Source: an optimization exercise on an open RTL-to-GDS flow (aim: small area, a short achievable clock period and few clock cycles per item). Production flows keep margins and buffers that such runs may drop.
The RTL was checked by simulation tests, not by an equivalence proof against the original design.
Power and IR drop assume default switching activity.

File: config.mk
export PLATFORM = sky130hd
export DESIGN_NAME = earliest_free_worker_scheduler_core
export DESIGN_NICKNAME = earliest_free_worker_scheduler_core
export VERILOG_FILES = /design/flow/design.v
export SDC_FILE = /design/flow/constraint.sdc
export NUM_CORES = 4
export LEC_CHECK = 0
export CAP_MARGIN = 20
export CORE_MARGIN = 2
export CORE_UTILIZATION = 40
export SLEW_MARGIN = 20
File: constraint.sdc
create_clock -name core_clock -period 10.0 [get_ports {clk}]
set_input_delay 2.0000 -clock core_clock [delete_from_list [all_inputs] [get_ports {clk}]]
set_output_delay 2.0000 -clock core_clock [all_outputs]
set_load 0.01 [all_outputs]
File: design.v
`default_nettype none
module ewfs_ram #(
	parameter int WIDTH = 8,
	parameter int DEPTH = 16
) (
	input  wire logic                     clk,
	input  wire logic                     we,
	input  wire logic [$clog2(DEPTH)-1:0] waddr,
	input  wire logic [WIDTH-1:0]         wdata,
	input  wire logic [$clog2(DEPTH)-1:0] raddr_a,
	input  wire logic [$clog2(DEPTH)-1:0] raddr_b,
	output logic      [WIDTH-1:0]         rdata_a,
	output logic      [WIDTH-1:0]         rdata_b
);
	logic [WIDTH-1:0] mem_q [DEPTH];
	always_ff @(posedge clk) begin
		if (we) begin
			mem_q[waddr] <= wdata;
		end
		rdata_a <= mem_q[raddr_a];
		rdata_b <= mem_q[raddr_b];
	end
endmodule
`default_nettype wire
`default_nettype none
module earliest_free_worker_scheduler_core (
	input  wire logic         clk,
	input  wire logic         arst_n,
	input  wire logic         job_valid,
	output      logic         job_ready,
	input  wire logic [31:0]  job_duration,
	output      logic         res_valid,
	input  wire logic         res_ready,
	output      logic [5:0]   res_worker_index,
	output      logic [39:0]  res_start_time,
	input  wire logic         cfg_valid,
	output      logic         cfg_ready,
	input  wire logic [6:0]   cfg_active_workers
);
	localparam int MAX_WORKERS = 64;
	localparam int IDX_W       = 6;
	localparam int CNT_W       = 7;
	localparam int TIME_W      = 40;
	localparam int DUR_W       = 32;
	localparam int RES_W       = 33;   
	localparam int KEY_W       = RES_W + IDX_W;
	function automatic logic key_less(logic [KEY_W-1:0] a, logic [KEY_W-1:0] b);
		key_less = a[KEY_W-1] ^ b[KEY_W-1] ^ (a[KEY_W-2:0] < b[KEY_W-2:0]);
	endfunction
	function automatic logic [TIME_W:0] ks_add(logic [TIME_W-1:0] a, logic [TIME_W-1:0] b);
		logic [TIME_W-1:0] p, g, pp, gg;
		p = a ^ b;
		g = a & b;
		for (int span = 1; span < TIME_W; span = span * 2) begin
			pp = p;
			gg = g;
			for (int k = span; k < TIME_W; k++) begin
				g[k] = gg[k] | (pp[k] & gg[k-span]);
				p[k] = pp[k] & pp[k-span];
			end
		end
		ks_add = {g[TIME_W-1], (a ^ b) ^ {g[TIME_W-2:0], 1'b0}};
	endfunction
	logic [RES_W-1:0]  s_time_q [MAX_WORKERS];
	logic [IDX_W-1:0]  s_idx_q  [MAX_WORKERS];
	logic [TIME_W-1:0] head_q;   
	logic [CNT_W-1:0]  nwork_q;
	logic                   pv_q;
	logic [MAX_WORKERS-1:1] pc_q;
	logic [RES_W-1:0]       px_time_q;
	logic [IDX_W-1:0]       px_idx_q;
	logic              dur_vld_q;
	logic [DUR_W-1:0]  dur_q;
	logic              new_vld_q;
	logic [TIME_W-1:0] new_time_q;
	logic [IDX_W-1:0]  new_idx_q;
	logic              pend_q;
	logic [CNT_W-1:0]  pend_cnt_q;
	logic              ready_q;
	logic              r0_vld_q, r1_vld_q;
	logic [IDX_W-1:0]  r0_idx_q, r1_idx_q;
	logic [TIME_W-1:0] r0_time_q, r1_time_q;
	logic exec, adv, clr, accept, pop;
	assign exec   = new_vld_q && !r1_vld_q;
	assign adv    = dur_vld_q && (!new_vld_q || exec);
	assign clr    = pend_q && (!new_vld_q || exec);
	assign accept = job_valid && ready_q;
	assign pop    = r0_vld_q && res_ready;
	logic [MAX_WORKERS:0] pm;
	assign pm[0] = pv_q;
	assign pm[MAX_WORKERS] = 1'b0;
	for (genvar j = 1; j < MAX_WORKERS; j++) begin : g_pm
		assign pm[j] = pv_q && pc_q[j];
	end
	logic [MAX_WORKERS-1:1] d;
	logic                   e;
	logic [MAX_WORKERS-1:0] c;       
	logic [KEY_W-1:0]       new_key;
	assign new_key = {new_time_q[RES_W-1:0], new_idx_q};
	assign e = key_less({px_time_q, px_idx_q}, new_key);
	for (genvar j = 1; j < MAX_WORKERS; j++) begin : g_cmp
		assign d[j] = key_less({s_time_q[j], s_idx_q[j]}, new_key);
	end
	assign c[0] = 1'b1;
	for (genvar j = 1; j < MAX_WORKERS; j++) begin : g_c
		logic dn;
		if (j < MAX_WORKERS - 1) begin : g_dn
			assign dn = d[j+1];
		end else begin : g_dn_last
			assign dn = 1'b0;
		end
		assign c[j] = (nwork_q > CNT_W'(j))
			&& (pm[j+1] ? dn : (pm[j] ? e : d[j]));
	end
	logic [MAX_WORKERS-1:0] keep, take_nx, take_new;
	for (genvar i = 0; i < MAX_WORKERS; i++) begin : g_sel
		assign take_nx[i]  = !clr && pm[i+1];
		assign take_new[i] = !clr && pm[i] && !pm[i+1];
		assign keep[i]     = !clr && !pm[i];
	end
	for (genvar i = 0; i < MAX_WORKERS; i++) begin : g_slot
		always_ff @(posedge clk) begin
			s_time_q[i] <= ({RES_W{keep[i]}} & s_time_q[i])
				| ({RES_W{take_nx[i]}} & s_time_q[(i+1) % MAX_WORKERS])
				| ({RES_W{take_new[i]}} & px_time_q);
			s_idx_q[i]  <= ({IDX_W{keep[i]}} & s_idx_q[i])
				| ({IDX_W{take_nx[i]}} & s_idx_q[(i+1) % MAX_WORKERS])
				| ({IDX_W{take_new[i]}} & px_idx_q)
				| ({IDX_W{clr}} & IDX_W'(i));
		end
	end
	always_ff @(posedge clk) begin
		pc_q      <= c[MAX_WORKERS-1:1];
		px_time_q <= new_time_q[RES_W-1:0];
		px_idx_q  <= new_idx_q;
	end
	logic [IDX_W-1:0] l0_idx, l2_idx;
	logic [RES_W-1:0] l2_time;
	assign l0_idx  = pm[1] ? s_idx_q[1] : (pm[0] ? px_idx_q : s_idx_q[0]);
	assign l2_idx  = pm[3] ? s_idx_q[3] : (pm[2] ? px_idx_q : s_idx_q[2]);
	assign l2_time = pm[3] ? s_time_q[3] : (pm[2] ? px_time_q : s_time_q[2]);
	logic [RES_W-1:0] l1_time_q;
	logic [IDX_W-1:0] l1_idx_q;
	always_ff @(posedge clk) begin
		if (clr) begin
			l1_time_q <= '0;
			l1_idx_q  <= IDX_W'(1);
		end else if (exec && c[2]) begin
			l1_time_q <= l2_time;
			l1_idx_q  <= l2_idx;
		end else if (exec && c[1]) begin
			l1_time_q <= new_time_q[RES_W-1:0];
			l1_idx_q  <= new_idx_q;
		end
	end
	logic [6:0]        hi, hi1, hi2;
	logic              l1_wrap, hi_127, hi_126;
	logic [TIME_W-1:0] l1_full;
	assign hi      = head_q[TIME_W-1:RES_W];
	assign hi1     = hi + 7'd1;
	assign hi2     = hi + 7'd2;
	assign hi_127  = (hi == 7'd127);
	assign hi_126  = (hi == 7'd126);
	assign l1_wrap = l1_time_q < head_q[RES_W-1:0];
	assign l1_full = {l1_wrap ? hi1 : hi, l1_time_q};
	logic [TIME_W:0]   sum_a, sum_b;
	logic [RES_W:0]    sum_lo;
	logic              co, ovf_a;
	logic [6:0]        hi_a;
	logic [TIME_W-1:0] base_b;
	logic [TIME_W-1:0] sat_a, sat_b;
	assign sum_a  = ks_add({{(TIME_W-RES_W){1'b0}}, l1_time_q}, {8'd0, dur_q});
	assign sum_lo = sum_a[RES_W:0];
	assign co     = sum_lo[RES_W];
	assign ovf_a  = (hi_127 && (l1_wrap || co)) || (hi_126 && l1_wrap && co);
	assign hi_a   = (l1_wrap && co) ? hi2 : ((l1_wrap || co) ? hi1 : hi);
	assign sat_a  = {hi_a, sum_lo[RES_W-1:0]} | {TIME_W{ovf_a}};
	assign base_b = exec ? new_time_q : head_q;
	assign sum_b  = ks_add(base_b, {8'd0, dur_q});
	assign sat_b  = sum_b[TIME_W] ? {TIME_W{1'b1}} : sum_b[TIME_W-1:0];
	always_ff @(posedge clk) begin
		if (accept) dur_q <= job_duration;
		if (adv) begin
			if (clr) begin
				new_time_q <= {8'd0, dur_q};
				new_idx_q  <= '0;
			end else if (exec && c[1]) begin
				new_time_q <= sat_a;
				new_idx_q  <= l1_idx_q;
			end else begin
				new_time_q <= sat_b;
				new_idx_q  <= exec ? new_idx_q : l0_idx;
			end
		end
		if (clr) begin
			head_q <= '0;
		end else if (exec) begin
			head_q <= c[1] ? l1_full : new_time_q;
		end
		if (clr) nwork_q <= pend_cnt_q;
	end
	always_ff @(posedge clk) begin
		if (!r0_vld_q || pop) begin
			if (r1_vld_q) begin
				r0_idx_q  <= r1_idx_q;
				r0_time_q <= r1_time_q;
			end else begin
				r0_idx_q  <= l0_idx;
				r0_time_q <= head_q;
			end
		end
		if (exec && (r1_vld_q || (r0_vld_q && !pop))) begin
			r1_idx_q  <= l0_idx;
			r1_time_q <= head_q;
		end
	end
	logic dur_vld_d, new_vld_d, r0_vld_d, r1_vld_d;
	always_comb begin
		dur_vld_d = accept || (dur_vld_q && !adv);
		new_vld_d = adv || (new_vld_q && !exec);
		if (r1_vld_q) begin
			r0_vld_d = 1'b1;
			r1_vld_d = !pop;
		end else if (r0_vld_q && !pop) begin
			r0_vld_d = 1'b1;
			r1_vld_d = exec;
		end else begin
			r0_vld_d = exec;
			r1_vld_d = 1'b0;
		end
	end
	always_ff @(posedge clk or negedge arst_n) begin
		if (!arst_n) begin
			dur_vld_q  <= 1'b0;
			new_vld_q  <= 1'b0;
			r0_vld_q   <= 1'b0;
			r1_vld_q   <= 1'b0;
			pend_q     <= 1'b1;
			pend_cnt_q <= 7'd64;
			ready_q    <= 1'b1;
			pv_q       <= 1'b0;
		end else begin
			pv_q      <= exec && !clr;
			dur_vld_q <= dur_vld_d;
			new_vld_q <= new_vld_d;
			r0_vld_q  <= r0_vld_d;
			r1_vld_q  <= r1_vld_d;
			pend_q    <= cfg_valid || (pend_q && !clr);
			ready_q   <= !dur_vld_d || !new_vld_d || !r1_vld_d;
			if (cfg_valid) begin
				if (cfg_active_workers == 7'd0) begin
					pend_cnt_q <= 7'd1;
				end else if (cfg_active_workers > 7'd64) begin
					pend_cnt_q <= 7'd64;
				end else begin
					pend_cnt_q <= cfg_active_workers;
				end
			end
		end
	end
	assign job_ready        = ready_q;
	assign cfg_ready        = 1'b1;
	assign res_valid        = r0_vld_q;
	assign res_worker_index = r0_idx_q;
	assign res_start_time   = r0_time_q;
endmodule
`default_nettype wire
File: flow/run.sh
#!/bin/bash
set -euo pipefail
bash standard.sh SETUP_SLACK_MARGIN=6.5 finish > standard.log 2>&1
File: standard.sh
#!/bin/bash
# synth_recipe.tcl (not shown) runs the flow's synth.tcl, then flattens the netlist and writes it again
# the make line also repeats each setting of config.mk as NAME=value (left out here)
make -C /OpenROAD-flow-scripts/flow DESIGN_CONFIG=/design/flow/config.mk WORK_HOME=/design/flow/orfs CLKGATE_MAP_FILE= SYNTH_SCRIPT=/design/flow/synth_recipe.tcl "${@:-finish}"
==> run summary, run 1 <==
peak supply drop 0.346 mV; Avg Cell Area, Syn 8.53 sq um; crit share post-route 0.416; Cells after Synth 19.7k; post-route cell area 0.200 sq mm; Post-route DRC 0; WP data required 10870 ps; Final Critical Period 4160 ps; final wirelength 727000 microns; Least-Margin Pin Slew 1180 ps; critical path depth 15; fin util 0.477; io pins 93; commonest non-fill, non-tap cell in the layout nand2_1; routed vias 164k; Synth Net Count 22.2k; CP Buf/Inv Count 5; Slew Limit Fails 0; FMAX 241 MHz; initial antenna violation count 31; synthesized cell area 0.168 sq mm; final non-filler cell total 25.3k; slowest stage delay, CP 540 ps; synth warn 3; crit end category flip-flop; min-delay worst type reg2reg; Pwr per Cell Area 368 mW/mm^2; clk_skew 81.5 ps; H-tree Lvls 5; Crit path max-delay family simple AND/OR/NAND/NOR gates; Cells after DPL 24.1k; IO buf count 91; Leakage 81.0 nW; outcome timing/DRC/antenna clean; Synth Register Bits 2835; CTS Hold Bufs 0; crit path cell chain clkinvlp_4, ha_1, nand4_1, or4_4, a31oi_4, or4_4, nand3_4, buf_16, a32o_2, buf_6, nor3_4, buf_6, buf_12, nor2_1, a2111oi_2; DIE WIDTH 652 microns; Max Cap Viol 0; CP Launch Type flip-flop; gr usage total 0.319; HPWL after DPL 439000 microns; Slew HR 0.210; vias per cell 6.49; Slowest cell on crit path edfxtp_1; Initial Util 0.401; GP Congestion 0.919; Sink Count 2835; # rows 238; register area share after synthesis 0.349; fraction of layout instances using a drive strength above 1 0.126; grt total ovfl 0; synth unique cells 101; TritonCTS clock tree yes; Root Buffer clkbuf_16; First DRT Iteration DRCs 20.5k; hold-critical path depth 0; Data arrival, critical path 5030 ps; core area 0.419 sq mm; DR pass1 iterations 10; DR WL/cell 28.7 microns; Num CTS Buffers 337; WS Path Type reg2reg; Final Hold Fails 0; placed inst area 0.174 sq mm; Setup violations, final 0; CTS Buffer Depth 4; die area 0.426 sq mm; area added between synthesis and finish 18.8%; global-route wire length before repair 1040000 microns; number of synthesized flops with an enable pin 177; Layout Nets 22.0k; crit-path max FO 7; Main synth FF type dfxtp_1; DRT antenna net count 0; Die Height 652 microns; cells on worst reg2reg path 15; RSZ-0062 raised after global routing yes; total power 73.5 mW; largest net degree at the start of global routing 176; Reg clk slew, reported paths 70 ps; Clock Latency Late Sink 1030 ps; most frequent cells in the layout 3140 x nand2_1, 2882 x a21oi_1, 2605 x dfxtp_1, 2342 x ha_1, 2196 x a22oi_1; Async S/R FF share, synth 0.00494; vias in the first global route 150k; Post-Route Setup TNS 0 ps
-- synthesized netlist by cell type, drive strengths merged (45+ instances only) --
| master | instances | area share |
|---|---|---|
| a2111oi | 46 | 0.0025 |
| a211oi | 154 | 0.0072 |
| a21o | 736 | 0.033 |
| a21oi | 3040 | 0.090 |
| a221oi | 224 | 0.012 |
| a22oi | 2196 | 0.098 |
| a31oi | 89 | 0.0033 |
| and2 | 90 | 0.0033 |
| buf | 224 | 0.0059 |
| clkbuf | 1296 | 0.029 |
| dfxtp | 2644 | 0.31 |
| edfxtp | 177 | 0.032 |
| ha | 2467 | 0.18 |
| inv | 176 | 0.0039 |
| nand2 | 3187 | 0.071 |
| nand2b | 109 | 0.0041 |
| nand3 | 145 | 0.0044 |
| nand4 | 357 | 0.013 |
| nor2 | 467 | 0.011 |
| nor2b | 108 | 0.0040 |
| nor3 | 135 | 0.0042 |
| nor4 | 45 | 0.0017 |
| o211ai | 69 | 0.0031 |
| o21a | 59 | 0.0026 |
| o21ai | 592 | 0.018 |
| o22ai | 87 | 0.0032 |
| xnor2 | 123 | 0.0064 |
| xor2 | 59 | 0.0031 |
-- cells by family (layout without fill, tap and decap cells) --
family / after synthesis / in the layout / synth area share
compound gates: 7670 / 7670 / 0.293
xor+xnor: 182 / 182 / 0.00948
fa+ha+maj: 2471 / 2471 / 0.184
buf+inv: 1697 / 1786 / 0.0388
flops: 2835 / 2835 / 0.349
mux: 41 / 41 / 0.00255
other cells: 1 / 13 / 0.0000223
simple gates: 4808 / 4823 / 0.124
-- area by class of cell --
type,instances,area (sq um)
fillers,39200,219000
multi-input cells,15200,110000
flip-flops and latches,2835,58800
repair buffers,981,12000
clock buffers,488,9870
well taps,5520,6910
clock inverters,132,1670
inverters,177,846
repair inverters,8,126
diodes,12,30.0
-- routing by layer --
metal,global-route usage,routed length (microns),vias up
li1,-,-,73600
met1,0.438,302000,80300
met2,0.475,306000,8841
met3,0.0690,78500,1734
met4,0.148,41200,20
met5,0,146,-
-- stage by stage --
stage	hold slack, ps	worst slack (ps)
after floorplan	343	5720
after global placement	433	3820
after detailed placement	438	3950
after CTS	453	6040
after global routing	472	5880
final	466	5840
-- state kept, by name, summed over array words and instances, names as in the netlist, 7 cells and up --
signal	count
dur_q	32
l1_time_q	33
new_time_q	40
pend_cnt_q	7
s_time_q	2079
s_idx_q	384
nwork_q	7
pc_q	63
head_q	40
px_time_q	33
r0_time_q	40
r1_time_q	40
-- worst paths after layout --
kind | slack [ps] | from | end
worst min-delay path | 470 | new_time_q[4]$_DFFE_PP_ | px_time_q[4]$_DFF_P_
worst max-delay path | 5840 | new_time_q[19]$_DFFE_PP_ | l1_time_q[23]$_SDFFE_PP0P_
worst max register to register | 5840 | new_time_q[19]$_DFFE_PP_ | l1_time_q[23]$_SDFFE_PP0P_
worst min register to register | 470 | new_time_q[4]$_DFFE_PP_ | px_time_q[4]$_DFF_P_
max in group asynchronous | 7980 | arst_n | pv_q$_DFF_PN0_
min in group asynchronous | 1460 | arst_n | r0_vld_q$_DFF_PN0_
-- timing repair --
item	CTS	global route
gates cloned	75	21
pin swaps	337	542
resized for setup	1123	689
setup endpoints to repair	2180	1391
buffers inserted	302	170
-- report_power, final --
| part | internal [mW] | switching, mW | leakage [nW] |
|---|---|---|---|
| Sequential | 15.0 | 4.87 | 23.4 |
| Combinational | 14.8 | 25.7 | 51.9 |
| Clock | 7.53 | 5.56 | 5.66 |
Testbench counts, summed over its fixed seeds: cycles 9,696, jobs 9,600.
==> inputs of run 2 (changes only) <==
--- a/design.v
+++ b/design.v
@@ -100,15 +100,22 @@
 	assign e = key_less({px_time_q, px_idx_q}, new_key);
-	for (genvar j = 1; j < MAX_WORKERS; j++) begin : g_cmp
+	logic [RES_W-1:0] l1_time_q, l2_time_q;
+	logic [IDX_W-1:0] l1_idx_q, l2_idx_q;
+	assign d[1] = key_less({l1_time_q, l1_idx_q}, new_key);
+	assign d[2] = key_less({l2_time_q, l2_idx_q}, new_key);
+	for (genvar j = 3; j < MAX_WORKERS; j++) begin : g_cmp
 		assign d[j] = key_less({s_time_q[j], s_idx_q[j]}, new_key);
 	end
-	assign c[0] = 1'b1;
 	for (genvar j = 1; j < MAX_WORKERS; j++) begin : g_c
-		logic dn;
-		if (j < MAX_WORKERS - 1) begin : g_dn
-			assign dn = d[j+1];
-		end else begin : g_dn_last
-			assign dn = 1'b0;
-		end
-		assign c[j] = (nwork_q > CNT_W'(j))
-			&& (pm[j+1] ? dn : (pm[j] ? e : d[j]));
+		if (j < 3) begin : g_own
+			assign c[j] = (nwork_q > CNT_W'(j)) && d[j];
+		end else begin : g_pick
+			logic dn;
+			if (j < MAX_WORKERS - 1) begin : g_dn
+				assign dn = d[j+1];
+			end else begin : g_dn_last
+				assign dn = 1'b0;
+			end
+			assign c[j] = (nwork_q > CNT_W'(j))
+				&& (pm[j+1] ? dn : (pm[j] ? e : d[j]));
+		end
 	end
@@ -136,9 +143,7 @@
 	end
-	logic [IDX_W-1:0] l0_idx, l2_idx;
-	logic [RES_W-1:0] l2_time;
+	logic [IDX_W-1:0] l0_idx, l3_idx;
+	logic [RES_W-1:0] l3_time;
 	assign l0_idx  = pm[1] ? s_idx_q[1] : (pm[0] ? px_idx_q : s_idx_q[0]);
-	assign l2_idx  = pm[3] ? s_idx_q[3] : (pm[2] ? px_idx_q : s_idx_q[2]);
-	assign l2_time = pm[3] ? s_time_q[3] : (pm[2] ? px_time_q : s_time_q[2]);
-	logic [RES_W-1:0] l1_time_q;
-	logic [IDX_W-1:0] l1_idx_q;
+	assign l3_idx  = pm[4] ? s_idx_q[4] : (pm[3] ? px_idx_q : s_idx_q[3]);
+	assign l3_time = pm[4] ? s_time_q[4] : (pm[3] ? px_time_q : s_time_q[3]);
 	always_ff @(posedge clk) begin
@@ -148,4 +153,4 @@
 		end else if (exec && c[2]) begin
-			l1_time_q <= l2_time;
-			l1_idx_q  <= l2_idx;
+			l1_time_q <= l2_time_q;
+			l1_idx_q  <= l2_idx_q;
 		end else if (exec && c[1]) begin
@@ -153,2 +158,12 @@
 			l1_idx_q  <= new_idx_q;
+		end
+		if (clr) begin
+			l2_time_q <= '0;
+			l2_idx_q  <= IDX_W'(2);
+		end else if (exec && c[3]) begin
+			l2_time_q <= l3_time;
+			l2_idx_q  <= l3_idx;
+		end else if (exec && c[2]) begin
+			l2_time_q <= new_time_q[RES_W-1:0];
+			l2_idx_q  <= new_idx_q;
 		end
--- a/config.mk
+++ b/config.mk
@@ -9,3 +9,3 @@
 export CORE_MARGIN = 2
-export CORE_UTILIZATION = 40
+export CORE_UTILIZATION = 50
 export SLEW_MARGIN = 20
==> run summary, run 2 <==
Root Buffer clkbuf_16; FMAX 235 MHz; synthesized cell area 0.166 sq mm; Slew HR 0.132; routed vias 168k; area leader, netlist dfxtp_1; DIE WIDTH 581 microns; number of synthesized flops with an enable pin 177; register area share after synthesis 0.349; fraction of layout instances using a drive strength above 1 0.116; count leader, synth nand2_1; Yosys top cell area share 0.315; total power 76.7 mW; grt total ovfl 0; Sink Count 2808; max FFs per register 2013; Clock Latency Late Sink 970 ps; Setup violations, final 0; Cells after Synth 19.5k; die area 0.337 sq mm; post-route cell area 0.194 sq mm; switch share 0.509; Synth Register Bits 2808; largest cells by area after synthesis dfxtp_1 31%, ha_1 19%, a22oi_1 9.8%; area added between synthesis and finish 16.8%; First DRT Iteration DRCs 25.8k; WP data required 10670 ps; H-tree Lvls 5; hold slack final 464 ps; fin util 0.588; top cells by count, synth 3192 x nand2_1, 2943 x a21oi_1, 2617 x dfxtp_1; Hold Path End nwork_q[0]$_DFFE_PP_; Reg clk slew, reported paths 60 ps; CP Launch Type flip-flop; largest net degree at the start of global routing 213; Placement Setup Slack 4280 ps; Biggest register s_time_q; setup ws final 5740 ps; power share of the clock group 0.164; Pwr per Cell Area 395 mW/mm^2; Sw Pwr 39.0 mW; Num CTS Buffers 327; HPWL after DPL 476000 microns; DR pass1 iterations 10; clk_skew 38.7 ps; Layout Nets 21.9k; min-delay worst type reg2reg; Die Height 581 microns; Largest regs s_time_q x2013, s_idx_q x384, pc_q x63; cells on worst reg2reg path 11; Layout fillers 29.1k; worst r2r src dur_q[5]$_DFFE_PP_; io pins 93; Async S/R FF share, synth 0.00499; multi-input combinational cell area 0.107 sq mm; CTS Hold Bufs 0; Slew Limit Fails 0; DR WL/cell 33.4 microns; initial antenna violation count 51; total area of sequential cells 0.0582 sq mm; flop-to-flop setup slack 5740 ps; commonest non-fill, non-tap cell in the layout nand2_1; vias in the first global route 149k; Flop pwr share 0.267; P_int 37.7 mW; final non-filler cell total 24.0k; Main synth FF type dfxtp_1; outcome timing/DRC/antenna clean; crit-path max FO 4; WS Path Type reg2reg; Synth Net Count 22.0k; placed inst area 0.171 sq mm; RSZ-0062 raised after global routing yes; gr usage total 0.451; DRT antenna net count 0; global-route wire length before repair 1120000 microns; final wirelength 802000 microns; Data arrival, critical path 4920 ps; synth warn 3; peak supply drop 0.357 mV; TritonCTS clock tree yes; Comb pwr share 0.569; hold-critical path depth 0; Max Cap Viol 0; Final Critical Period 4260 ps; worst r2r dst new_time_q[27]$_DFFE_PP_; CTS Buffer Depth 4; most frequent cells in the layout 3162 x nand2_1, 2868 x a21oi_1, 2577 x dfxtp_1, 2395 x ha_1, 2174 x a22oi_1; Leakage 79.2 nW; Final Hold Fails 0; vias per cell 7.01; # rows 211; GP Congestion 1.00; Post-Route Setup TNS 0 ps; crit share post-route 0.426; synth unique cells 99; core area 0.331 sq mm; Initial Util 0.503; IO buf count 91; Avg Cell Area, Syn 8.53 sq um; Cells after DPL 22.8k; Least-Margin Pin Slew 1300 ps; hold wc startpoint pend_cnt_q[0]$_DFFE_PN0P_; Post-route DRC 0; crit end category flip-flop
==> run 2: routing by layer <==
layer,vias up,share of wire,global-route usage
li1,72800,-,-
met2,11700,0.39,0.618
met1,81400,0.40,0.613
met5,-,0.00036,0
met4,36,0.076,0.290
met3,2429,0.14,0.130
==> run 2: power groups by stage <==
stage               sequential, mW  clock [mW]  combinational [mW]
floorplan                     16.9           0                21.6
CTS                           20.0        12.5                39.9
global route                  20.4        13.0                45.7
detailed placement            20.5           0                32.5
global placement              20.5           0                32.0
finish                        20.5        12.6                43.6
==> run 2: kinds of logic (layout without fill, tap and decap cells) <==
logic type	count (synthesis)	in the layout	share of synthesized area
DFF	2808	2808	0.349
xor gates and xnor gates	196	196	0.0104
AOI/OAI and AO/OA	7453	7453	0.287
adders and majority gates	2469	2469	0.186
and+or+nand+nor	4878	4892	0.126
muxes	78	78	0.00502
buffers and inverters	1631	1707	0.0372
other	1	42	0.0000225
==> run 2: final cells by class <==
class	count	share of cell area
multi-input cells	15100	0.550
flip-flops and latches	2808	0.299
repair buffers	995	0.0631
clock buffers	482	0.0495
well taps	4366	0.0281
clock inverters	104	0.00611
inverters	123	0.00334
diodes	41	0.000528
repair inverters	3	0.000142
==> run 2: worst max-delay path by stage <==
| stage | start | endpoint | slack, ps | cells after the start |
|---|---|---|---|---|
| floorplan | new_time_q[14]$_DFFE_PP_ | new_time_q[29]$_DFFE_PP_ | 5860 | 13 |
| global placement | r1_vld_q$_DFF_PN0_ | new_time_q[13]$_DFFE_PP_ | 4360 | 17 |
| detailed placement | r1_vld_q$_DFF_PN0_ | new_time_q[24]$_DFFE_PP_ | 4280 | 17 |
| CTS | r1_vld_q$_DFF_PN0_ | new_time_q[16]$_DFFE_PP_ | 5950 | 19 |
| global route | r1_vld_q$_DFF_PN0_ | new_time_q[18]$_DFFE_PP_ | 5680 | 19 |
| finish | dur_q[5]$_DFFE_PP_ | new_time_q[27]$_DFFE_PP_ | 5740 | 11 |
==> run 2: critical path: stages (launching register included) <==
cell	delay, ps
edfxtp_1	460
ha_1	390
o21a_1	240
o21ai_0	250
o2bb2ai_1	370
nor2_1	290
a2111oi_0	860
o41ai_1	300
a21boi_0	360
xnor2_1	210
o22ai_4	150
o21ai_1	70
==> run 2: what timing repair did <==
item	in CTS	in global routing
pin swaps	276	240
gates cloned	77	10
setup endpoints to repair	1822	951
gates resized for setup	1073	405
buffers inserted	379	92
Testbench counts of run 2, summed over its fixed seeds: cycles 9,696, jobs 9,600.
==> inputs of run 3 (changes only) <==
--- a/config.mk
+++ b/config.mk
@@ -9,3 +9,3 @@
 export CORE_MARGIN = 2
-export CORE_UTILIZATION = 50
+export CORE_UTILIZATION = 40
 export SLEW_MARGIN = 20
==> run summary, run 3 <==
Post-route DRC 0; TritonCTS clock tree yes; Max Cap Viol 0; Layout Nets 21.8k; register area share after synthesis 0.349; post-route cell area 0.198 sq mm; FMAX 246 MHz; Pwr per Cell Area 377 mW/mm^2; HPWL after DPL 425000 microns; largest net degree at the start of global routing 212; H-tree Lvls 5; DRT antenna net count 0; Root Buffer clkbuf_16; GP Congestion 0.913; min-delay worst type reg2reg; grt total ovfl 0; Worst Setup EP l1_time_q[18]$_SDFFE_PP0P_; Main synth FF type dfxtp_1; CP Buf/Inv Count 7; Final Critical Period 4060 ps; WS Path Type reg2reg; Least-Margin Pin Slew 1240 ps; mux cell area share after synthesis 0.00502; global-route wire length before repair 1000000 microns; outcome timing/DRC/antenna clean; gr usage total 0.307; RSZ-0062 raised after global routing yes; Sink Count 2808; DIE WIDTH 649 microns; count leader, synth nand2_1; vias per cell 6.47; # rows 236; Avg Cell Area, Syn 8.53 sq um; Placement Setup Slack 4440 ps; Layout fillers 38.4k; area leader, netlist dfxtp_1; xor and xnor area share after synthesis 0.0104; commonest non-fill, non-tap cell in the layout nand2_1; WP data required 10860 ps; Yosys top cell area share 0.315; P_int 38.4 mW; First DRT Iteration DRCs 19.9k; Data arrival, critical path 4910 ps; synth unique cells 99; most frequent cells in the layout 3116 x nand2_1, 2828 x a21oi_1, 2577 x dfxtp_1, 2346 x ha_1, 2172 x a22oi_1; Leakage 79.7 nW; worst r2r dst l1_time_q[18]$_SDFFE_PP0P_; CTS Buffer Depth 4; Slew HR 0.173; Slowest cell on crit path edfxtp_1; initial antenna violation count 37; Largest regs s_time_q x2013, s_idx_q x384, pc_q x63; slowest stage delay, CP 610 ps; Slew Limit Fails 0; crit path from new_time_q[19]$_DFFE_PP_; Setup violations, final 0; Reg clk slew, reported paths 60 ps; flop-to-flop setup slack 5940 ps; critical path depth 18; area added between synthesis and finish 19.0%; peak supply drop 0.247 mV; Post-Route Setup TNS 0 ps; largest family of logic cells by synthesized area compound AO/OA/AOI/OAI gates; DR WL/cell 27.9 microns; post-synthesis adder-cell area fraction 0.186; final wirelength 701000 microns; Comb pwr share 0.558; Sw Pwr 36.3 mW; io pins 93; top cells by count, synth 3192 x nand2_1, 2943 x a21oi_1, 2617 x dfxtp_1; Num CTS Buffers 335; setup ws final 5940 ps; crit share post-route 0.406; Die Height 649 microns; fraction of layout instances using a drive strength above 1 0.128; total area of sequential cells 0.0582 sq mm; crit path cell chain clkinvlp_4, buf_6, buf_12, ha_4, nand4_1, nor4_4, nand2_2, a2111oi_4, a2111oi_4, xnor2_2, buf_4, nor2_4, buf_6, nor2_4, buf_12, clkbuf_16, nand2_2, a31oi_1; largest cells by area after synthesis dfxtp_1 31%, ha_1 19%, a22oi_1 9.8%; crit end category flip-flop; Cells after Synth 19.5k; Initial Util 0.402; Flop pwr share 0.268; Async S/R FF share, synth 0.00499; Final Hold Fails 0; crit-path max FO 6; Crit path max-delay family buffers and inverters; CP Launch Type flip-flop; CTS Hold Bufs 0; cells on worst reg2reg path 18; switch share 0.486; placed inst area 0.172 sq mm; die area 0.421 sq mm; Synth Register Bits 2808; core area 0.414 sq mm; worst r2r src new_time_q[19]$_DFFE_PP_; DR pass1 iterations 7; IO buf count 91; Simple-Gate Fraction of Synth Area 0.126; fin util 0.479; max FFs per register 2013; Clock Latency Late Sink 990 ps; synth warn 3; power share of the clock group 0.174; clk_skew 49.7 ps; synthesized cell area 0.166 sq mm; vias in the first global route 149k; routed vias 162k; multi-input combinational cell area 0.109 sq mm; fraction of the mapped netlist area in compound gates 0.287; Biggest register s_time_q; number of synthesized flops with an enable pin 177; Synth Net Count 22.0k
## run 3: cell count changes in the layout (fill, tap and decap cells not counted), moves of 25 or more
cell,previous run,this run
clkbuf_8,56,81
a21oi_2,67,106
buf_4,551,509
nand2_1,3162,3116
ha_4,60,111
nand2_2,23,65
o21ai_0,457,416
clkbuf_16,347,376
a21oi_1,2868,2828
ha_1,2395,2346
o21ai_1,78,124
## run 3: worst min path at each step
stage	from	to	slack (ps)	cells past startpoint
after floorplan	new_time_q[32]$_SDFFCE_PP0P_	px_time_q[32]$_DFF_P_	340	0
after global placement	pend_cnt_q[0]$_DFFE_PN0P_	nwork_q[0]$_DFFE_PP_	430	0
after detailed placement	pend_cnt_q[0]$_DFFE_PN0P_	nwork_q[0]$_DFFE_PP_	440	0
after CTS	pend_cnt_q[0]$_DFFE_PN0P_	nwork_q[0]$_DFFE_PP_	450	0
after global routing	pend_cnt_q[2]$_DFFE_PN0P_	nwork_q[2]$_DFFE_PP_	470	0
final	pend_cnt_q[1]$_DFFE_PN0P_	nwork_q[1]$_DFFE_PP_	450	0
## run 3: area by class of cell
type,count,area share
inverter,123,0.00335
antenna,19,0.000240
timing repair inverter,5,0.000316
clock inverter,106,0.00666
multi-input combinational,15100,0.549
clock buffer,503,0.0511
tap,5474,0.0346
sequential,2808,0.294
timing repair buffer,964,0.0605
## run 3: per-layer routing
metal  up-vias  wire, microns  GRT usage
li1      72800              -          -
met1     79200         290000      0.416
met2      8535         298000      0.464
met3      1815          71800     0.0636
met4        20          40600      0.141
met5         -            126          0
## run 3: per-stage QoR
step	hold WS, ps	std cells	power (mW)
3_5_place_dp	439	23900	50.7
5_1_grt	468	25100	78.0
2_1_floorplan	343	19500	38.6
3_3_place_gp	428	23900	50.0
4_1_cts	452	24900	69.2
6_report	448	25100	74.7
## run 3: what timing repair did
action / in CTS / in global routing
resized for setup: 1026 / 786
gates cloned: 72 / 39
setup buffers: 284 / 177
pin swaps: 305 / 449
endpoints found under the hold margin: 0 / 0
endpoints found under the setup margin: 1231 / 1614
## run 3: power by group through the flow
stage / combinational [mW] / sequential [mW] / clock, mW
2_1_floorplan: 21.6 / 16.9 / 0
3_3_place_gp: 30.2 / 19.9 / 0
3_5_place_dp: 30.8 / 19.9 / 0
4_1_cts: 36.4 / 19.7 / 13.1
5_1_grt: 44.4 / 20.1 / 13.5
6_report: 41.7 / 20.0 / 13.0
## run 3: cell families (layout without fill, tap and decap cells)
group,Yosys count,after routing
adder cells (fa/ha/maj),2469,2469
flip-flops,2808,2808
other,1,20
XOR/XNOR,196,196
AND/OR/NAND/NOR,4878,4901
buffers and inverters,1631,1701
multiplexers,78,78
AO/OA/AOI/OAI,7453,7453

port drivers added, routing unchanged:
How much do the figures lean on ideal ports? The routed layouts below were timed once more, with nothing changed but the port constraints.
Step 1: set_driving_cell puts a clkbuf_16 on clk and a buf_2 on each other input, an assumption about the parent block.
Step 2 moves the port delays by t, midway between the first and last clock arrival at a register: inputs arrive t later, outputs are due t later. That takes back most of the time a late clock gives input paths.
Slacks: ideal ports / drivers / drivers and shift; pairs: ideal ports / drivers.
run	t (ns)	setup slack, ns	cell pins on the clock port's net
run 1	1.102	5.842 / 5.842 / 5.797	1
run 2	1.063	5.743 / 5.743 / 5.743	1
run 3	1.067	5.942 / 5.942 / 5.942	1
After both steps every run listed still meets setup and hold. The setup slack of run 1, which loses most, moves by 0.000 ns with the drivers and by -0.045 ns with both steps.
